This is an optimization exercise on Yosys and OpenROAD, whose aim is small area and a short achievable clock period, not a production implementation. The RTL was checked by simulation tests, not by an equivalence proof against the original design. Power figures rest on the tool's default switching activity, not on a simulated workload.

== north ==
Design packet_switch, start of the top module:
module packet_switch
#(
    parameter int FIFO_DEPTH = 32,
    parameter int MAX_PKT    = 16,
    parameter int GAP_CYCLES = 4
) (
    input  logic                  clk,
    input  logic                  reset_b,
    input  logic                  i_wb_cyc,
    input  logic                  i_wb_stb,
    input  logic                  i_wb_we,
    input  logic [1:0]            i_wb_adr,
    input  logic [7:0]            i_wb_dat,
    output logic                  o_wb_ack,
    output logic [7:0]            o_wb_dat,
    input  logic                  i_valid,
    input  logic [7:0]            i_data,
    output logic                  o_stall,
    output logic [switch_pkg::NUM_PORTS-1:0]  o_port_valid,
    output logic [switch_pkg::NUM_PORTS-1:0]  o_port_last,
    output logic [switch_pkg::NUM_PORTS*8-1:0] o_port_data,
    input  logic [switch_pkg::NUM_PORTS-1:0]  i_read
);
    localparam int NP = switch_pkg::NUM_PORTS;
    localparam int RD = 15;                  
    localparam int GW = $clog2(GAP_CYCLES + 1);
    function automatic logic [RD-1:0] rot(input logic [RD-1:0] x);
        rot = {x[RD-2:0], x[RD-1]};
    endfunction
    function automatic logic [8:0] rd_word(input logic [RD-1:0] sel,
  ...
Settings: LEC_CHECK=0, ABC_AREA=1, CAP_MARGIN=20, CORE_MARGIN=2, CORE_UTILIZATION=40, CTS_CLUSTER_DIAMETER=100, CTS_CLUSTER_SIZE=25, SETUP_SLACK_MARGIN=2.3, SLEW_MARGIN=20; clock period 4.4 ns.
run.sh (not shown) runs the stock make flow with config.mk's settings and CLKGATE_MAP_FILE= SYNTH_SCRIPT=/design/flow/synth_recipe.tcl, a recipe that flattens the netlist after the stock synthesis.
north went all the way through the flow, and no timing, DRC or antenna check failed.
[inputs] south vs north
Settings: a deleted ABC_AREA that had been 1; a change of SETUP_SLACK_MARGIN from 2.3 to 2.2.
### Flow results
Min clock-buffer cell count across north and south: south. Comparing north and south, simple-gate area share of the yosys netlist is higher on north. Side by side, slew at the pin closest to its max-slew limit turned out lower in south than in north. In the reports for north and south, the larger data arrival at the endpoint of the critical path belongs to north. Summary of the comparison: wire length is higher in south, relative to north. In the metrics for north and south, the one carrying the higher post-CTS resize count is north. south — power in sequential cells 17% lower, north as reference. Comparing north and south, the lower total of plain and repair buffers excluding clock buffers was measured on south. Design area: higher on north.
The following lists how east was set up differently from south:
Settings: CORE_UTILIZATION: 40 -> 55; SETUP_SLACK_MARGIN: 2.2 -> 2.3; PLACE_DENSITY: unset -> 0.7.
Findings:
- Result for east and south: all clean
- [diff] setup slack after layout, east relative to south: improvement
- The final reports for east and south show final cell count without fillers lower in the former.
- Against south, east comes in about 15% lower on vertical extent of the die.
What west does differently from east at the input level:
Settings: clearing PLACE_DENSITY, which used to be 0.7; swapping 55 for 40 in CORE_UTILIZATION; swapping 25 for 30 in CTS_CLUSTER_SIZE; swapping 100 for 60 in CTS_CLUSTER_DIAMETER.
[summary]
- Between west and east, horizontal extent of the die is higher for west, east comes in under that.
- west: number of antenna violations at the first check in global routing 2 above east
- ~same final estimated routing congestion in global placement in west and east
- | routed length per instance | west vs east | about 2.2% lower |
- Area used by multi-input combinational logic, west and east, lower one = east.
- west — relative contribution of combinational cells to total power 0.9 points lower, east as reference
- Diff east -> west: synthesis-to-layout area growth now sits higher; detailed-placement wirelength estimate increased by 7.3% relative to the old numbers; routed wire length moved up.
Here is what was changed in the inputs of middle compared with west.
Settings: a change of CTS_CLUSTER_DIAMETER from 60 to 100; a change of CORE_UTILIZATION from 40 to 65; a change of CTS_CLUSTER_SIZE from 30 to 25; an added PLACE_DENSITY of 0.8.
## What came out
- Final area: middle lower than west
- middle vs. west: maximum frequency lost 1.8%, area added between synthesis and finish fell 6.4 points, number of buffers added on ports barely changed.
- Relative to west, the flip-flop and latch share of the layout cell area of middle is higher by 3.7 points.
- TritonCTS sink count: west vs middle, no meaningful difference

## the baseline
The RTL this note starts from:
==> flow/design.v <==
package switch_pkg;
    localparam int NUM_PORTS = 4;            
    typedef logic [7:0] byte_t;              
    typedef logic [1:0] port_idx_t;          
    typedef struct packed {
        logic      cyc;                      
        logic      stb;                      
        logic      we;                       
        port_idx_t adr;                      
        byte_t     dat;                      
    } wb_req_t;
    typedef struct packed {
        logic  ack;                          
        byte_t dat;                          
    } wb_rsp_t;
    typedef struct packed {
        logic  eop;
        byte_t data;
    } fifo_entry_t;
    typedef struct packed {
        logic  valid;                        
        logic  last;                         
        byte_t data;
    } port_out_t;
    typedef enum logic {RT_IDLE, RT_PAYLOAD} router_state_e;
    typedef enum logic [1:0] {EG_IDLE, EG_SEND, EG_GAP} egress_state_e;
endpackage
module packet_switch
#(
    parameter int FIFO_DEPTH = 32,
    parameter int MAX_PKT    = 16,
    parameter int GAP_CYCLES = 4
) (
    input  logic                  clk,
    input  logic                  reset_b,
    input  logic                  i_wb_cyc,
    input  logic                  i_wb_stb,
    input  logic                  i_wb_we,
    input  logic [1:0]            i_wb_adr,
    input  logic [7:0]            i_wb_dat,
    output logic                  o_wb_ack,
    output logic [7:0]            o_wb_dat,
    input  logic                  i_valid,
    input  logic [7:0]            i_data,
    output logic                  o_stall,
    output logic [switch_pkg::NUM_PORTS-1:0]  o_port_valid,
    output logic [switch_pkg::NUM_PORTS-1:0]  o_port_last,
    output logic [switch_pkg::NUM_PORTS*8-1:0] o_port_data,
    input  logic [switch_pkg::NUM_PORTS-1:0]  i_read
);
    localparam int NP = switch_pkg::NUM_PORTS;
    localparam int RD = 15;                  
    localparam int GW = $clog2(GAP_CYCLES + 1);
    function automatic logic [RD-1:0] rot(input logic [RD-1:0] x);
        rot = {x[RD-2:0], x[RD-1]};
    endfunction
    function automatic logic [8:0] rd_word(input logic [RD-1:0] sel,
                                           input logic [RD*9-1:0] words);
        rd_word = '0;
        for (int i = 0; i < RD; i++) begin
            rd_word = rd_word | ({9{sel[i]}} & words[9*i +: 9]);
        end
    endfunction
    logic       req;
    logic       ack_q;
    logic [7:0] addr_q [NP];
    logic [7:0] rdat_q;                      
    assign req = i_wb_cyc && i_wb_stb;
    always_ff @(posedge clk or negedge reset_b) begin
        if (!reset_b) ack_q <= 1'b0;
        else          ack_q <= req && !ack_q;
    end
    always_ff @(posedge clk or negedge reset_b) begin
        if (!reset_b) begin
            for (int k = 0; k < NP; k++) addr_q[k] <= 8'(k);
        end else if (ack_q && req && i_wb_we) begin
            addr_q[i_wb_adr] <= i_wb_dat;
        end
    end
    always_ff @(posedge clk) rdat_q <= addr_q[i_wb_adr];
    assign o_wb_ack = ack_q;
    assign o_wb_dat = rdat_q;
    logic          rt_pay_q;                 
    logic          hit_q;
    logic [NP-1:0] tgt_q;                    
    logic          pend_q;                   
    logic [NP-1:0] wr_q;                     
    logic [7:0]    data_q;
    logic          match_hit;
    logic [NP-1:0] match_oh;
    always_comb begin
        match_hit = 1'b0;
        match_oh  = '0;
        for (int k = NP - 1; k >= 0; k--) begin
            if (i_data == addr_q[k]) begin
                match_hit = 1'b1;
                match_oh  = NP'(1) << k;
            end
        end
        if (!match_hit) match_oh = NP'(1);   
    end
    always_ff @(posedge clk or negedge reset_b) begin
        if (!reset_b) begin
            rt_pay_q <= 1'b0;
            hit_q    <= 1'b0;
            tgt_q    <= NP'(1);
            pend_q   <= 1'b0;
            wr_q     <= '0;
        end else begin
            pend_q <= rt_pay_q && i_valid && hit_q;
            wr_q   <= {NP{rt_pay_q && i_valid && hit_q}} & tgt_q;
            if (!rt_pay_q) begin
                if (i_valid) begin
                    rt_pay_q <= 1'b1;
                    hit_q    <= match_hit;
                    tgt_q    <= match_oh;
                end
            end else if (!i_valid) begin
                rt_pay_q <= 1'b0;
            end
        end
    end
    always_ff @(posedge clk) data_q <= i_data;
    logic [8:0] in_word;                     
    assign in_word = {!i_valid, data_q};
    logic [RD*9-1:0] ovf_mem;
    logic [RD-1:0]   ovf_wp_q, ovf_rp_q;
    logic       ovf_empty_q;                 
    logic       ovf_one;                     
    logic [8:0] ovf_head_q;
    logic       ovf_hv_q;                    
    logic       ovf_empty;
    logic [NP-1:0] rfull, valid;
    logic          t_full, t_pop;
    assign t_full = |(rfull & tgt_q);
    assign t_pop  = |(valid & i_read & tgt_q);
    assign ovf_empty = ovf_empty_q;
    assign ovf_one   = |(ovf_wp_q & rot(ovf_rp_q));
    logic ovf_we1, ovf_we0, ovf_re1, ovf_hv1, ovf_hv0, ovf_we, ovf_re;
    assign ovf_we1 = ovf_hv_q && pend_q && !ovf_empty;
    assign ovf_we0 = ovf_hv_q && pend_q;
    assign ovf_re1 = ovf_hv_q && !ovf_empty;
    assign ovf_hv1 = ovf_hv_q && (!ovf_empty || pend_q);
    assign ovf_hv0 = ovf_hv_q || (pend_q && t_full);
    assign ovf_we  = t_pop ? ovf_we1 : ovf_we0;
    assign ovf_re  = t_pop && ovf_re1;
    always_ff @(posedge clk) begin
        for (int i = 0; i < RD; i++) begin
            if (ovf_we && ovf_wp_q[i]) ovf_mem[9*i +: 9] <= in_word;
        end
    end
    always_ff @(posedge clk) begin
        if (t_pop || !ovf_hv_q) ovf_head_q <= ovf_empty ? in_word : rd_word(ovf_rp_q, ovf_mem);
    end
    always_ff @(posedge clk or negedge reset_b) begin
        if (!reset_b) begin
            ovf_wp_q  <= RD'(1);
            ovf_rp_q  <= RD'(1);
            ovf_empty_q <= 1'b1;
            ovf_hv_q  <= 1'b0;
        end else begin
            if (ovf_we) ovf_wp_q <= rot(ovf_wp_q);
            if (ovf_re) ovf_rp_q <= rot(ovf_rp_q);
            ovf_empty_q <= t_pop ? (ovf_empty || (!pend_q && ovf_one))
                                 : (ovf_empty && !(ovf_hv_q && pend_q));
            ovf_hv_q  <= t_pop ? ovf_hv1 : ovf_hv0;
        end
    end
    assign o_stall = ovf_hv_q;
    for (genvar p = 0; p < NP; p++) begin : g_lane
        logic [RD*9-1:0] mem;
        logic [RD-1:0] wp_q, rp_q;
        logic          rempty_q, rfull_q;    
        logic          r_one, r_alm;         
        logic [8:0]    head_q;               
        logic          hv_q;                 
        logic          valid_q;              
        logic [GW-1:0] gap_q;                
        logic          rempty, mig, wr, pop, rwe, rre;
        logic [8:0]    ring_word;
        assign rempty   = rempty_q;
        assign rfull[p] = rfull_q;
        assign r_one    = |(wp_q & rot(rp_q));
        assign r_alm    = |(rot(wp_q) & rp_q);
        assign valid[p] = valid_q;
        assign pop      = valid_q && i_read[p];
        assign mig = tgt_q[p] && ovf_hv_q;   
        assign wr  = wr_q[p];                
        logic rwe1, rwe0, hv1, hv0, val1, val0;
        logic [GW-1:0] gap1, gap0;
        assign rwe1 = mig || (wr && !rempty);
        assign rwe0 = !mig && wr && hv_q && !rfull[p];
        assign rwe  = pop ? rwe1 : rwe0;
        assign rre  = pop && !rempty;
        assign hv1  = !rempty || wr;
        assign hv0  = hv_q || wr;
        assign gap1 = head_q[8] ? GW'(GAP_CYCLES) : '0;    
        assign gap0 = (gap_q != '0) ? gap_q - 1'b1 : gap_q;
        assign val1 = hv1 && !head_q[8];
        assign val0 = hv0 && (gap0 == '0);
        assign ring_word = mig ? ovf_head_q : in_word;
        always_ff @(posedge clk) begin
            for (int i = 0; i < RD; i++) begin
                if (rwe && wp_q[i]) mem[9*i +: 9] <= ring_word;
            end
        end
        always_ff @(posedge clk) begin
            if (pop || !hv_q) head_q <= rempty ? in_word : rd_word(rp_q, mem);
        end
        always_ff @(posedge clk or negedge reset_b) begin
            if (!reset_b) begin
                wp_q    <= RD'(1);
                rp_q    <= RD'(1);
                rempty_q <= 1'b1;
                rfull_q  <= 1'b0;
                hv_q    <= 1'b0;
                valid_q <= 1'b0;
                gap_q   <= '0;
            end else begin
                if (rwe) wp_q <= rot(wp_q);
                if (rre) rp_q <= rot(rp_q);
                rempty_q <= pop ? (rempty || (!rwe1 && r_one))
                                : (rempty && !rwe0);
                rfull_q  <= pop ? (rfull_q && rwe1)
                                : (rfull_q || (rwe0 && r_alm));
                hv_q    <= pop ? hv1  : hv0;
                valid_q <= pop ? val1 : val0;
                gap_q   <= pop ? gap1 : gap0;
            end
        end
        assign o_port_valid[p]       = valid_q;
        assign o_port_last[p]        = head_q[8];
        assign o_port_data[8*p +: 8] = head_q[7:0];
    end
endmodule
export LEC_CHECK = 0
export CAP_MARGIN = 20
export CORE_MARGIN = 2
export CORE_UTILIZATION = 40
export SETUP_SLACK_MARGIN = 1.9
export SLEW_MARGIN = 20
create_clock -name core_clock -period 4.4 [get_ports {clk}]
### the baseline -> the candidate
# the baseline
export LEC_CHECK = 0
export CAP_MARGIN = 20
export CORE_MARGIN = 2
export CORE_UTILIZATION = 40
export SETUP_SLACK_MARGIN = 1.9
export SLEW_MARGIN = 20
create_clock -name core_clock -period 4.4 [get_ports {clk}]
# the candidate
export LEC_CHECK = 0
export CAP_MARGIN = 20
export CORE_MARGIN = 2
export CORE_UTILIZATION = 40
export CTS_CLUSTER_DIAMETER = 100
export CTS_CLUSTER_SIZE = 25
export SETUP_SLACK_MARGIN = 2.3
export SLEW_MARGIN = 20
create_clock -name core_clock -period 4.4 [get_ports {clk}]
Notes after the runs:
- The candidate reports its cell at the slowest stage of the critical path as sky130_fd_sc_hd__dfrtp_2 while the baseline reports sky130_fd_sc_hd__clkdlybuf4s50_1.
- Between the baseline and the candidate, net switching share of the total power increased.
- Wire length of the candidate exceeds that of the baseline by a few percent.
- The candidate vs the baseline — power dropped about 17%.
- Deepest level of the CTS H-tree down 1 in the candidate wrt the baseline
- From the baseline to the candidate the numbers moved as follows: non-clock buffer count grew by 40%, clock buffer count has decreased, placer congestion estimate moved up.
- The candidate gives more clock slew at the register clock pins of the worst setup and hold paths than the baseline did.

port drivers added, routing unchanged:
The results above use ideal ports. As a check the final layouts listed here were re-extracted and re-timed, cells and wires unchanged. Step 1: set_driving_cell puts a clkbuf_16 on clk and a buf_2 on each other input, an assumption about the parent block. Step 2 times the ports against the registers' clock, not the clock port: input delays grow and output delays shrink by t, the midpoint of the rising clock arrivals with the driver on. Three values: ideal ports, drivers, drivers and shift; two values: the first two.
run | t, ns | setup slack, ns | worst hold slack (ns) | worst setup path after step 2 | clock arrival spread, ns
north | 0.702 | 2.114 / 2.047 / 1.602 | 0.207 / 0.192 / 0.483 | input to register | 0.043 / 0.043
south | 0.684 | 2.139 / 2.073 / 1.549 | 0.305 / 0.287 / 0.491 | input to register | 0.036 / 0.036
east | 0.680 | 2.226 / 2.157 / 1.663 | 0.215 / 0.197 / 0.471 | input to register | 0.026 / 0.026
west | 0.716 | 2.199 / 2.131 / 1.636 | 0.180 / 0.208 / 0.462 | input to register | 0.039 / 0.039
middle | 0.681 | 2.160 / 2.101 / 1.638 | 0.260 / 0.255 / 0.473 | input to register | 0.030 / 0.030
the baseline | 0.712 | 1.885 / 1.896 / 1.215 | 0.252 / 0.240 / 0.467 | input to register | 0.028 / 0.027
the candidate | 0.693 | 2.219 / 2.152 / 1.615 | 0.202 / 0.231 / 0.474 | input to register | 0.048 / 0.049
After both steps setup and hold are still met in every run listed. The setup slack of the baseline, which loses most, moves by +0.011 ns with the drivers and by -0.670 ns with both steps.
